This is an optimization exercise on Yosys and OpenROAD, whose aim is small area, not a production implementation. In this exercise RTL edits were held to simulation tests only and were not proved equivalent to the original. Power is estimated from default activity; no workload was simulated. The flow treats the clock pin as an ideal source, which a real chip does not have.

Design ecdh_operand_loader, start of the top module:
module ecdh_operand_loader #(
  parameter int BW = 192,
  parameter int W = 32,
  parameter logic [BW-1:0] PRIME =
    192'hFFFFFFFFFFFFFFFFFFFFFFFFFFFFFFFEFFFFFFFFFFFFFFFF,
  parameter int TIMEOUT = 1 << 20
) (
  input  logic          clk,
  input  logic          rst,
  input  logic          in_valid,
  output logic          in_ready,
  input  logic [W-1:0]  in_data,
  input  logic          flush,
  output logic [BW-1:0] k,
  output logic [BW-1:0] Px,
  output logic [BW-1:0] Py,
  output logic          start,
  input  logic          mul_valid,
  output logic          busy,
  output logic          done,
  output logic          err,
  output logic [1:0]    err_code
);
Settings: LEC_CHECK=0, CAP_MARGIN=20, CORE_MARGIN=2, CORE_UTILIZATION=60, SLEW_MARGIN=20; clock period 5.0 ns.
standard.sh (not shown) runs the stock make flow with config.mk's settings and CLKGATE_MAP_FILE= SYNTH_SCRIPT=/design/flow/synth_recipe.tcl, a recipe that flattens the netlist after the stock synthesis.
==> flow/flow/run.sh <==
#!/bin/bash
# The standard layout (standard synthesis unchanged), with two changes:
#  - port buffers are the smallest buffer (buf_1) instead of the default pick
#  - CTS without dummy loads, with one clock buffer size and sized sink clusters
# The tools' full output goes to standard.log (and ORFS's own logs under orfs/logs).
bash standard.sh \
  'BUFFER_PORTS_ARGS=-buffer_cell sky130_fd_sc_hd__buf_1' \
  'CTS_ARGS=-sink_clustering_enable -repair_clock_nets -dont_use_dummy_load -sink_clustering_size 20 -sink_clustering_max_diameter 40 -buf_list sky130_fd_sc_hd__clkbuf_8' \
  finish > standard.log 2>&1
Change:
Settings changed: CORE_UTILIZATION 60 to 70.
Result:
- Now the flow ended with an error in I/O pin placement
- area after synthesis is unchanged
- synthesized cell count stays the same
Change:
--- a/flow/flow/run.sh
+++ b/flow/flow/run.sh
@@ -7,3 +7,3 @@
   'BUFFER_PORTS_ARGS=-buffer_cell sky130_fd_sc_hd__buf_1' \
-  'CTS_ARGS=-sink_clustering_enable -repair_clock_nets -dont_use_dummy_load -sink_clustering_size 20 -sink_clustering_max_diameter 40 -buf_list sky130_fd_sc_hd__clkbuf_8' \
+  'CTS_ARGS=-sink_clustering_enable -repair_clock_nets -dont_use_dummy_load -sink_clustering_size 16 -sink_clustering_max_diameter 50 -buf_list sky130_fd_sc_hd__clkbuf_8' \
   finish > standard.log 2>&1
Settings changed: ABC_AREA from default to 1, CORE_UTILIZATION 70 to 60.
The new run produced a clean layout.
Synthesized cell count goes up by 8.6%.
Area after synthesis goes up by 0.50%.
Change:
Settings changed: ABC_AREA 1 to default.
Flip-flop and latch count stays the same.
Setup slack gets worse by 0.12 ns.
First-iteration DRC count drops by 0.54%.
Wire length came out lower by 0.69%.
Synthesized area decreases by 0.50%.
Global-route usage drops by 0.42 points.
Clock skew is lower by 0.0041 ns.
Count of clock-buffer cells in the layout is unchanged.
Die area is lower by 0.49%.
Total power goes down by 4.6%.
Change:
--- a/flow/flow/run.sh
+++ b/flow/flow/run.sh
@@ -7,3 +7,3 @@
   'BUFFER_PORTS_ARGS=-buffer_cell sky130_fd_sc_hd__buf_1' \
-  'CTS_ARGS=-sink_clustering_enable -repair_clock_nets -dont_use_dummy_load -sink_clustering_size 16 -sink_clustering_max_diameter 50 -buf_list sky130_fd_sc_hd__clkbuf_8' \
+  'CTS_ARGS=-sink_clustering_enable -repair_clock_nets -dont_use_dummy_load -sink_clustering_size 32 -sink_clustering_max_diameter 60 -buf_list sky130_fd_sc_hd__clkbuf_16' \
   finish > standard.log 2>&1
Outcome:
- The new run finished clean
- critical path depth is unchanged
- clock-buffer cell count is lower by 10
- die area stays the same
- design area went up by 1.2%
- routed wire length goes up by 0.40%
- flip-flop and latch count stays the same
- non-clock buffer count is unchanged
- synthesized area stays the same
- worst setup slack loses 0.035 ns
Change:
--- a/flow/flow/run.sh
+++ b/flow/flow/run.sh
@@ -7,3 +7,3 @@
   'BUFFER_PORTS_ARGS=-buffer_cell sky130_fd_sc_hd__buf_1' \
-  'CTS_ARGS=-sink_clustering_enable -repair_clock_nets -dont_use_dummy_load -sink_clustering_size 32 -sink_clustering_max_diameter 60 -buf_list sky130_fd_sc_hd__clkbuf_16' \
+  'CTS_ARGS=-sink_clustering_enable -repair_clock_nets -dont_use_dummy_load -sink_clustering_size 36 -sink_clustering_max_diameter 45 -buf_list sky130_fd_sc_hd__clkbuf_16' \
   finish > standard.log 2>&1
After rerunning:
- The new run finished with timing, DRC and antenna clean
- cell count came out higher by 0.56%
- routed wire length came out higher by 0.80%
- non-clock buffer count is unchanged
- cell area came out higher by 1.1%
- power came out higher by 4.1%

---

ecdh_operand_loader again, from the RTL that the note above started with.
==> flow/design.v (excerpt) <==
module ecdh_operand_loader #(
  parameter int BW = 192,
  parameter int W = 32,
  parameter logic [BW-1:0] PRIME =
    192'hFFFFFFFFFFFFFFFFFFFFFFFFFFFFFFFEFFFFFFFFFFFFFFFF,
  parameter int TIMEOUT = 1 << 20
) (
  input  logic          clk,
  input  logic          rst,
  input  logic          in_valid,
  output logic          in_ready,
  input  logic [W-1:0]  in_data,
  input  logic          flush,
  output logic [BW-1:0] k,
  output logic [BW-1:0] Px,
  output logic [BW-1:0] Py,
  output logic          start,
  input  logic          mul_valid,
  output logic          busy,
  output logic          done,
  output logic          err,
  output logic [1:0]    err_code
);
  localparam int NW  = 3 * BW / W;      
  localparam int NWO = BW / W;          
  localparam int PW  = $clog2(NWO);     
  typedef enum logic [1:0] {
    S_LOAD,
    S_CHECK,
    S_FIRE,
    S_WAIT
  } state_t;
  state_t          state_q, state_d;
  logic [PW-1:0]   pos_q, pos_d;        
  logic [1:0]      opi_q, opi_d;        
  logic [3*BW-1:0] sr_q;
  logic            done_q, done_d;
  logic            err_q, err_d;
  logic [1:0]      code_q, code_d;
  logic            wdog_end;            
  logic            knz_q, knz_d;        
  logic            ge_q, ge_d;          
  logic            gt_q, gt_d;          
  logic            bad_q, bad_d;        
  logic            accept;
  logic            w_eq, w_gt;
  assign k  = sr_q[3*BW-1:2*BW];
  assign Px = sr_q[2*BW-1:BW];
  assign Py = sr_q[BW-1:0];
  assign in_ready = (state_q == S_LOAD);
  assign start    = (state_q == S_FIRE);
  assign busy     = (state_q == S_WAIT);
  assign done     = done_q;
  assign err      = err_q;
  assign err_code = code_q;
  assign accept = (state_q == S_LOAD) && !flush && in_valid;
  always_ff @(posedge clk) begin
    if (accept) sr_q <= {sr_q[3*BW-W-1:0], in_data};
  end
  if (TIMEOUT == (1 << 20)) begin : g_lfsr
    localparam logic [20:0] WD_END = 21'h0AABFF;
    logic [20:0] wd_q;
    always_ff @(posedge clk) begin
  ...
==> flow/config.mk <==
export PLATFORM = sky130hd
export DESIGN_NAME = ecdh_operand_loader
export DESIGN_NICKNAME = ecdh_operand_loader
export VERILOG_FILES = /design/flow/design.v
export SDC_FILE = /design/flow/constraint.sdc
export NUM_CORES = 4
export LEC_CHECK = 0
export CAP_MARGIN = 20
export CORE_MARGIN = 2
export CORE_UTILIZATION = 60
export SLEW_MARGIN = 20
==> flow/constraint.sdc <==
create_clock -name core_clock -period 5.0 [get_ports {clk}]
set_input_delay 1.0000 -clock core_clock [delete_from_list [all_inputs] [get_ports {clk}]]
set_output_delay 1.0000 -clock core_clock [all_outputs]
set_load 0.01 [all_outputs]
==> flow/flow/run.sh <==
#!/bin/bash
# The standard layout (standard synthesis unchanged), with two changes:
#  - port buffers are the smallest buffer (buf_1) instead of the default pick
#  - CTS without dummy loads, with one clock buffer size and sized sink clusters
# The tools' full output goes to standard.log (and ORFS's own logs under orfs/logs).
bash standard.sh \
  'BUFFER_PORTS_ARGS=-buffer_cell sky130_fd_sc_hd__buf_1' \
  'CTS_ARGS=-sink_clustering_enable -repair_clock_nets -dont_use_dummy_load -sink_clustering_size 33 -sink_clustering_max_diameter 120 -buf_list sky130_fd_sc_hd__clkbuf_16' \
  finish > standard.log 2>&1
The baseline passed the timing, DRC and antenna checks.
Edit:
--- a/flow/flow/run.sh
+++ b/flow/flow/run.sh
@@ -7,3 +7,3 @@
   'BUFFER_PORTS_ARGS=-buffer_cell sky130_fd_sc_hd__buf_1' \
-  'CTS_ARGS=-sink_clustering_enable -repair_clock_nets -dont_use_dummy_load -sink_clustering_size 33 -sink_clustering_max_diameter 120 -buf_list sky130_fd_sc_hd__clkbuf_16' \
+  'CTS_ARGS=-sink_clustering_enable -repair_clock_nets -dont_use_dummy_load -sink_clustering_size 19 -sink_clustering_max_diameter 80 -buf_list sky130_fd_sc_hd__clkbuf_8' \
   finish > standard.log 2>&1
The new run passed the timing, DRC and antenna checks.
Sequential cell count does not change.
Core utilization is about the same.
Die area stays the same.
Routed wire length came out higher by about 0.7%.
Clock-buffer cell count came out higher by 16.
Synthesized cell count is unchanged.
Maximum frequency came out higher by about 1.2%.
Final area barely changes.
Worst setup slack improved by 0.032 ns.
Edit:
- ABC_CLOCK_PERIOD_IN_PS: default -> 50000
Outcome:
- critical path depth stays the same
- fmax stays the same
- sequential power hardly moves
- clock power hardly moves
- synthesized area does not change
- clock-buffer cell count does not change
- routed wire length stays the same
- via count is unchanged
- synthesized cell count does not change
Edit:
--- a/flow/flow/run.sh
+++ b/flow/flow/run.sh
@@ -7,3 +7,3 @@
   'BUFFER_PORTS_ARGS=-buffer_cell sky130_fd_sc_hd__buf_1' \
-  'CTS_ARGS=-sink_clustering_enable -repair_clock_nets -dont_use_dummy_load -sink_clustering_size 19 -sink_clustering_max_diameter 80 -buf_list sky130_fd_sc_hd__clkbuf_8' \
+  'CTS_ARGS=-sink_clustering_enable -repair_clock_nets -dont_use_dummy_load -sink_clustering_size 36 -sink_clustering_max_diameter 120 -buf_list sky130_fd_sc_hd__clkbuf_16' \
   finish > standard.log 2>&1
- ABC_CLOCK_PERIOD_IN_PS: 50000 -> default
=> The new run finished clean. Total power is about the same. Count of clock-buffer cells in the layout is lower by 18. Area after synthesis stays the same. Wire length drops by 0.61%. Worst setup slack degrades by 0.011 ns. Global-route usage went down by 0.33 points. Final cell count goes down by 1.0%. Cell area hardly moves. Core utilization stays flat. Synthesized cell count does not change. Clock skew goes down by 0.029 ns.

separate check: timing with driven ports:
The flow's constraints put no driver on any port. The routed layouts listed below were extracted and timed again, unchanged, in two steps.
Step 1, drivers: a clkbuf_16 drives clk and a buf_2 each remaining input, both assumed.
Step 2 moves the port delays by t, midway between the first and last clock arrival at a register: inputs arrive t later, outputs are due t later. That takes back most of the time a late clock gives input paths.
Three values: ideal ports, drivers, drivers and shift; two values: the first two.
run	t (ns)	setup WS [ns]	worst hold slack (ns)	worst setup path after step 2	worst register clock-pin slew, ns
the first run of note 1	0.617	2.153 / 2.153 / 1.549	0.346 / 0.346 / 0.346	input to register	0.11 / 0.11
the third run of note 1	0.612	2.282 / 2.234 / 2.021	0.330 / 0.330 / 0.330	input to register	0.10 / 0.10
the fourth run of note 1	0.603	2.164 / 2.164 / 1.582	0.333 / 0.333 / 0.333	input to register	0.10 / 0.10
the fifth run of note 1	0.561	2.129 / 2.140 / 1.578	0.329 / 0.329 / 0.329	input to register	0.10 / 0.10
the sixth run of note 1	0.590	2.169 / 2.184 / 1.594	0.342 / 0.342 / 0.342	input to register	0.09 / 0.09
the first run of note 2	0.583	2.156 / 2.156 / 1.600	0.353 / 0.353 / 0.353	input to register	0.12 / 0.12
the second run of note 2	0.589	2.188 / 2.188 / 1.617	0.336 / 0.336 / 0.336	input to register	0.11 / 0.11
the third run of note 2	0.589	2.188 / 2.188 / 1.617	0.336 / 0.336 / 0.336	input to register	0.11 / 0.11
the fourth run of note 2	0.594	2.177 / 2.188 / 1.594	0.348 / 0.348 / 0.348	input to register	0.12 / 0.12
After both steps setup and hold are still met in every run listed. The setup slack of the first run of note 1, which loses most, moves by 0.000 ns with the drivers and by -0.604 ns with both steps.
